Source: an optimization exercise on an open RTL-to-GDS flow (aim: small area). Production flows keep margins and buffers that such runs may drop.
RTL that was checked went through simulation tests only; none was proved equivalent to the original. The clock port is modelled as an ideal driver; clocking choices that lean on that would not hold on a real chip.

==> job 7621 <==
Design spi_sram_responder, start of the top module:
module spi_sram_responder #(
  parameter int         DEPTH_LOG2   = 9,
  parameter logic [7:0] STATUS_VALUE = spi_sram_responder_pkg::STATUS_VALUE_DEF
) (
  input  logic                  clk,
  input  logic                  reset,
  input  logic                  sck,
  input  logic                  cs,
  input  logic                  mosi,
  output logic                  miso,
  output logic                  wr_strobe,
  output logic [DEPTH_LOG2-1:0] wr_addr,
  output logic [7:0]            wr_data
);
  localparam int WORDS = 2**DEPTH_LOG2;
  localparam int WP_LOG2 = 6;
  localparam int NWP     = WORDS >> WP_LOG2;
  localparam logic [2:0] RD_SWITCH = 3'd5;
  logic sck_s, sck_prev, cs_s, mosi_s;
  spi_sync_edge u_sck_sync (
    .clk      (clk),
    .reset    (reset),
    .async_in (sck),
    .level    (sck_s)
  );
  spi_sync_edge #(.RESET_VAL(1'b1), .USE_RESET(1'b1)) u_cs_sync (
    .clk      (clk),
    .reset    (reset),
    .async_in (cs),
    .level    (cs_s)
  );
  spi_sync_edge u_mosi_sync (
    .clk      (clk),
    .reset    (reset),
    .async_in (mosi),
    .level    (mosi_s)
  );
  always_ff @(posedge clk) sck_prev <= sck_s;
  logic                  rise;
  logic [1:0]            ph;
  logic [2:0]            cnt;
  logic                  md_rd, md_wr, md_sr;
  logic [6:0]            rx;
  logic [7:0]            rx_next;
  logic [DEPTH_LOG2-1:0] addr;
  logic [7:0]            wdat;
  logic                  wpend;
  logic [DEPTH_LOG2-1:0] t;
  logic [DEPTH_LOG2-1:0] d;
  logic                  wr_hit;
  logic                  commit;
  logic [7:0]            h;
  logic [7:0]            tap_bit;
  logic [7:0]            tap_hit;
  assign rise    = sck_s & ~sck_prev & ~cs_s;
  assign rx_next = {rx, mosi_s};
  assign d       = addr + t;
  assign wr_hit  = wpend && (d[WP_LOG2-1:0] == '0);
  ...
==> module spi_mux_tree, before the edit <==
module spi_mux_tree #(
  parameter int SEL_W = 2
) (
  input  logic [2**SEL_W-1:0] in,
  input  logic [SEL_W-1:0]    sel,
  output logic                out
);
  if (SEL_W == 1) begin : g_m2
    assign out = sel[0] ? in[1] : in[0];
  end else if (SEL_W == 2) begin : g_m4
    assign out = in[sel];
  end else begin : g_tree
    logic [2**(SEL_W-2)-1:0] lvl;
    for (genvar i = 0; i < 2**(SEL_W-2); i++) begin : g_leaf
      assign lvl[i] = in[4*i + sel[1:0]];
    end
    spi_mux_tree #(.SEL_W(SEL_W-2)) u_up (
      .in  (lvl),
      .sel (sel[SEL_W-1:2]),
      .out (out)
    );
  end
endmodule
==> module spi_sram_responder, before the edit <==
module spi_sram_responder #(
  parameter int         DEPTH_LOG2   = 9,
  parameter logic [7:0] STATUS_VALUE = spi_sram_responder_pkg::STATUS_VALUE_DEF
) (
  input  logic                  clk,
  input  logic                  reset,
  input  logic                  sck,
  input  logic                  cs,
  input  logic                  mosi,
  output logic                  miso,
  output logic                  wr_strobe,
  output logic [DEPTH_LOG2-1:0] wr_addr,
  output logic [7:0]            wr_data
);
  localparam int WORDS = 2**DEPTH_LOG2;
  localparam int WP_LOG2 = 6;
  localparam int NWP     = WORDS >> WP_LOG2;
  localparam logic [2:0] RD_SWITCH = 3'd5;
  logic sck_s, sck_prev, cs_s, mosi_s;
  spi_sync_edge u_sck_sync (
    .clk      (clk),
    .reset    (reset),
    .async_in (sck),
    .level    (sck_s)
  );
  spi_sync_edge #(.RESET_VAL(1'b1), .USE_RESET(1'b1)) u_cs_sync (
    .clk      (clk),
    .reset    (reset),
    .async_in (cs),
    .level    (cs_s)
  );
  spi_sync_edge u_mosi_sync (
    .clk      (clk),
    .reset    (reset),
    .async_in (mosi),
    .level    (mosi_s)
  );
  always_ff @(posedge clk) sck_prev <= sck_s;
  logic                  rise;
  logic [1:0]            ph;
  logic [2:0]            cnt;
  logic                  md_rd, md_wr, md_sr;
  logic [6:0]            rx;
  logic [7:0]            rx_next;
  logic [DEPTH_LOG2-1:0] addr;
  logic [7:0]            wdat;
  logic                  wpend;
  logic [DEPTH_LOG2-1:0] t;
  logic [DEPTH_LOG2-1:0] d;
  logic                  wr_hit;
  logic                  commit;
  logic [7:0]            h;
  logic [7:0]            tap_bit;
  logic [7:0]            tap_hit;
  assign rise    = sck_s & ~sck_prev & ~cs_s;
  assign rx_next = {rx, mosi_s};
  assign d       = addr + t;
  assign wr_hit  = wpend && (d[WP_LOG2-1:0] == '0);
  assign commit  = rise && ph == spi_sram_responder_pkg::PH_DATA && md_wr && cnt == 3'd7;
  always_ff @(posedge clk) t <= t + 1'b1;
  always_ff @(posedge clk) begin
    if (rise) rx <= rx_next[6:0];
    if (cs_s) begin
      ph  <= spi_sram_responder_pkg::PH_CMD;
      cnt <= 3'd0;
    end else if (rise) begin
      cnt <= cnt + 3'd1;
      if (cnt == 3'd7 && ph != spi_sram_responder_pkg::PH_DATA) ph <= ph + 2'd1;
      if (ph == spi_sram_responder_pkg::PH_CMD && cnt == 3'd7) begin
        md_rd <= (rx_next == spi_sram_responder_pkg::CMD_READ);
        md_wr <= (rx_next == spi_sram_responder_pkg::CMD_WRITE);
        md_sr <= (rx_next == spi_sram_responder_pkg::CMD_RDSR);
        if (rx_next == spi_sram_responder_pkg::CMD_RDSR) ph <= spi_sram_responder_pkg::PH_DATA;
      end
    end
  end
  always_ff @(posedge clk) begin
    if (rise && (ph == spi_sram_responder_pkg::PH_ADDRH || ph == spi_sram_responder_pkg::PH_ADDRL))
      addr <= {addr[DEPTH_LOG2-2:0], mosi_s};
    else if (wr_hit || (rise && ph == spi_sram_responder_pkg::PH_DATA && md_rd && cnt == RD_SWITCH - 3'd1))
      addr <= addr + 1'b1;
  end
  always_ff @(posedge clk) begin
    if (commit) wpend <= 1'b1;
    else if (wr_hit) wpend <= 1'b0;
    if (commit) wdat <= rx_next;
  end
  always_ff @(posedge clk) begin
    if (reset) wr_strobe <= 1'b0;
    else       wr_strobe <= commit;
  end
  assign wr_addr = addr;
  assign wr_data = wdat;
  for (genvar k = 0; k < 8; k++) begin : g_plane
    localparam int SL = (k == 7) ? 2 : (k == 6) ? 3 : (k >= 4) ? 4 : 5;
    localparam int NT = WORDS >> SL;
    logic [WORDS-1:0] r;
    logic [WORDS-1:0] r_nxt;
    logic [NT-1:0]    taps;
    logic [2:0]       c;
    logic             want;
    always_comb begin
      r_nxt = {r[WORDS-2:0], r[WORDS-1]};
      for (int j = 0; j < NWP; j++)
        if (wr_hit && d[DEPTH_LOG2-1:WP_LOG2] == j) r_nxt[j*(1<<WP_LOG2)+1] = wdat[k];
    end
    always_ff @(posedge clk) r <= r_nxt;
    for (genvar i = 0; i < NT; i++) begin : g_tap
      assign taps[i] = r[i << SL];
    end
    spi_mux_tree #(.SEL_W(DEPTH_LOG2 - SL)) u_tap_mux (
      .in  (taps),
      .sel (d[DEPTH_LOG2-1:SL]),
      .out (tap_bit[k])
    );
    assign tap_hit[k] = (d[SL-1:0] == '0);
    assign c    = 3'(7 - k);
    assign want = (cnt < RD_SWITCH) ? (c >= cnt) : (c < cnt);
    always_ff @(posedge clk) if (want && tap_hit[k]) h[k] <= tap_bit[k];
  end
  assign miso = md_sr ? STATUS_VALUE[~cnt] : h[~cnt];
endmodule
export LEC_CHECK = 0
export CAP_MARGIN = 20
export CORE_MARGIN = 2
export CORE_UTILIZATION = 60
export PLACE_DENSITY = 0.7
export SLEW_MARGIN = 20
export SYNTH_MEMORY_MAX_BITS = 8192
create_clock -name core_clock -period 10.0 [get_ports {clk}]
standard.sh (not shown) runs the stock make flow with config.mk's settings and CLKGATE_MAP_FILE= SYNTH_SCRIPT=/design/flow/synth_recipe.tcl, a recipe that flattens the netlist after the stock synthesis.
==> flow/flow/run.sh <==
#!/bin/bash
# Standard layout with custom clock tree synthesis arguments: no dummy
# loads, large sink clusters driven by clkbuf_16.
set -euo pipefail
export CTS_ARGS="-sink_clustering_enable -repair_clock_nets -dont_use_dummy_load -buf_list sky130_fd_sc_hd__clkbuf_16 -sink_clustering_size 32 -sink_clustering_max_diameter 60"
bash standard.sh > standard.log 2>&1
==> job 6926 (differences from job 7621) <==
--- a/flow/design.v
+++ b/flow/design.v
@@ -29,29 +29,6 @@
     end
   end
   assign level = sync;
-endmodule
-module spi_mux_tree #(
-  parameter int SEL_W = 2
-) (
-  input  logic [2**SEL_W-1:0] in,
-  input  logic [SEL_W-1:0]    sel,
-  output logic                out
-);
-  if (SEL_W == 1) begin : g_m2
-    assign out = sel[0] ? in[1] : in[0];
-  end else if (SEL_W == 2) begin : g_m4
-    assign out = in[sel];
-  end else begin : g_tree
-    logic [2**(SEL_W-2)-1:0] lvl;
-    for (genvar i = 0; i < 2**(SEL_W-2); i++) begin : g_leaf
-      assign lvl[i] = in[4*i + sel[1:0]];
-    end
-    spi_mux_tree #(.SEL_W(SEL_W-2)) u_up (
-      .in  (lvl),
-      .sel (sel[SEL_W-1:2]),
-      .out (out)
-    );
-  end
 endmodule
 module spi_sram_responder #(
   parameter int         DEPTH_LOG2   = 9,
@@ -163,11 +140,7 @@
     for (genvar i = 0; i < NT; i++) begin : g_tap
       assign taps[i] = r[i << SL];
     end
-    spi_mux_tree #(.SEL_W(DEPTH_LOG2 - SL)) u_tap_mux (
-      .in  (taps),
-      .sel (d[DEPTH_LOG2-1:SL]),
-      .out (tap_bit[k])
-    );
+    assign tap_bit[k] = taps[d[DEPTH_LOG2-1:SL]];
     assign tap_hit[k] = (d[SL-1:0] == '0);
     assign c    = 3'(7 - k);
     assign want = (cnt < RD_SWITCH) ? (c >= cnt) : (c < cnt);
==> flow/run.sh (new file) <==
#!/bin/bash
# synth_recipe.tcl (not shown) runs the flow's synth.tcl, then flattens the netlist and writes it again
# the make line also repeats each setting of config.mk as NAME=value (left out here)
make -C /OpenROAD-flow-scripts/flow DESIGN_CONFIG=/design/flow/config.mk WORK_HOME=/design/flow/orfs CLKGATE_MAP_FILE= SYNTH_SCRIPT=/design/flow/synth_recipe.tcl finish
--- a/flow/config.mk
+++ b/flow/config.mk
@@ -7,7 +7,10 @@
 export LEC_CHECK = 0
 export CAP_MARGIN = 20
 export CORE_MARGIN = 2
-export CORE_UTILIZATION = 60
-export PLACE_DENSITY = 0.7
+export CORE_UTILIZATION = 80
+export CTS_BUF_LIST = sky130_fd_sc_hd__clkbuf_16
+export CTS_CLUSTER_DIAMETER = 50
+export CTS_CLUSTER_SIZE = 40
+export PLACE_DENSITY = 0.88
 export SLEW_MARGIN = 20
 export SYNTH_MEMORY_MAX_BITS = 8192
removed: flow/flow/run.sh
removed: flow/standard.sh
==> summary of the runs <==
Against job 6926, the synthesized cell count of job 7621 is larger by about 4%. Job 6926 failed in detailed placement (3_5_place_dp). Job 7621 produced a clean layout. Of job 7621 and job 6926, job 7621 has the higher area after synthesis (gap 0.74%, measured against job 6926).
No functional check of the RTL was part of job 7621.

[port drivers added, routing unchanged]
The flow's constraints put no driver on any port. The routed layout listed below was extracted and timed again, unchanged, in two steps.
Step 1 assumes that a clkbuf_16 drives the clock port and a buf_2 every other input.
Step 2, shift: input delay + t, output delay - t, t = (earliest + latest rising clock arrival at the registers) / 2. This alone moves slack from input paths to output paths.
Slacks: ideal ports / drivers / drivers and shift; pairs: ideal ports / drivers.
run: job 7621
t (ns): 0.853
setup WS [ns]: 4.954 / 4.880 / 5.499
cell pins on the clock port's net: 1
After both steps setup and hold are still met in job 7621. The setup slack of job 7621 moves by -0.074 ns with the drivers and by +0.545 ns with both steps.
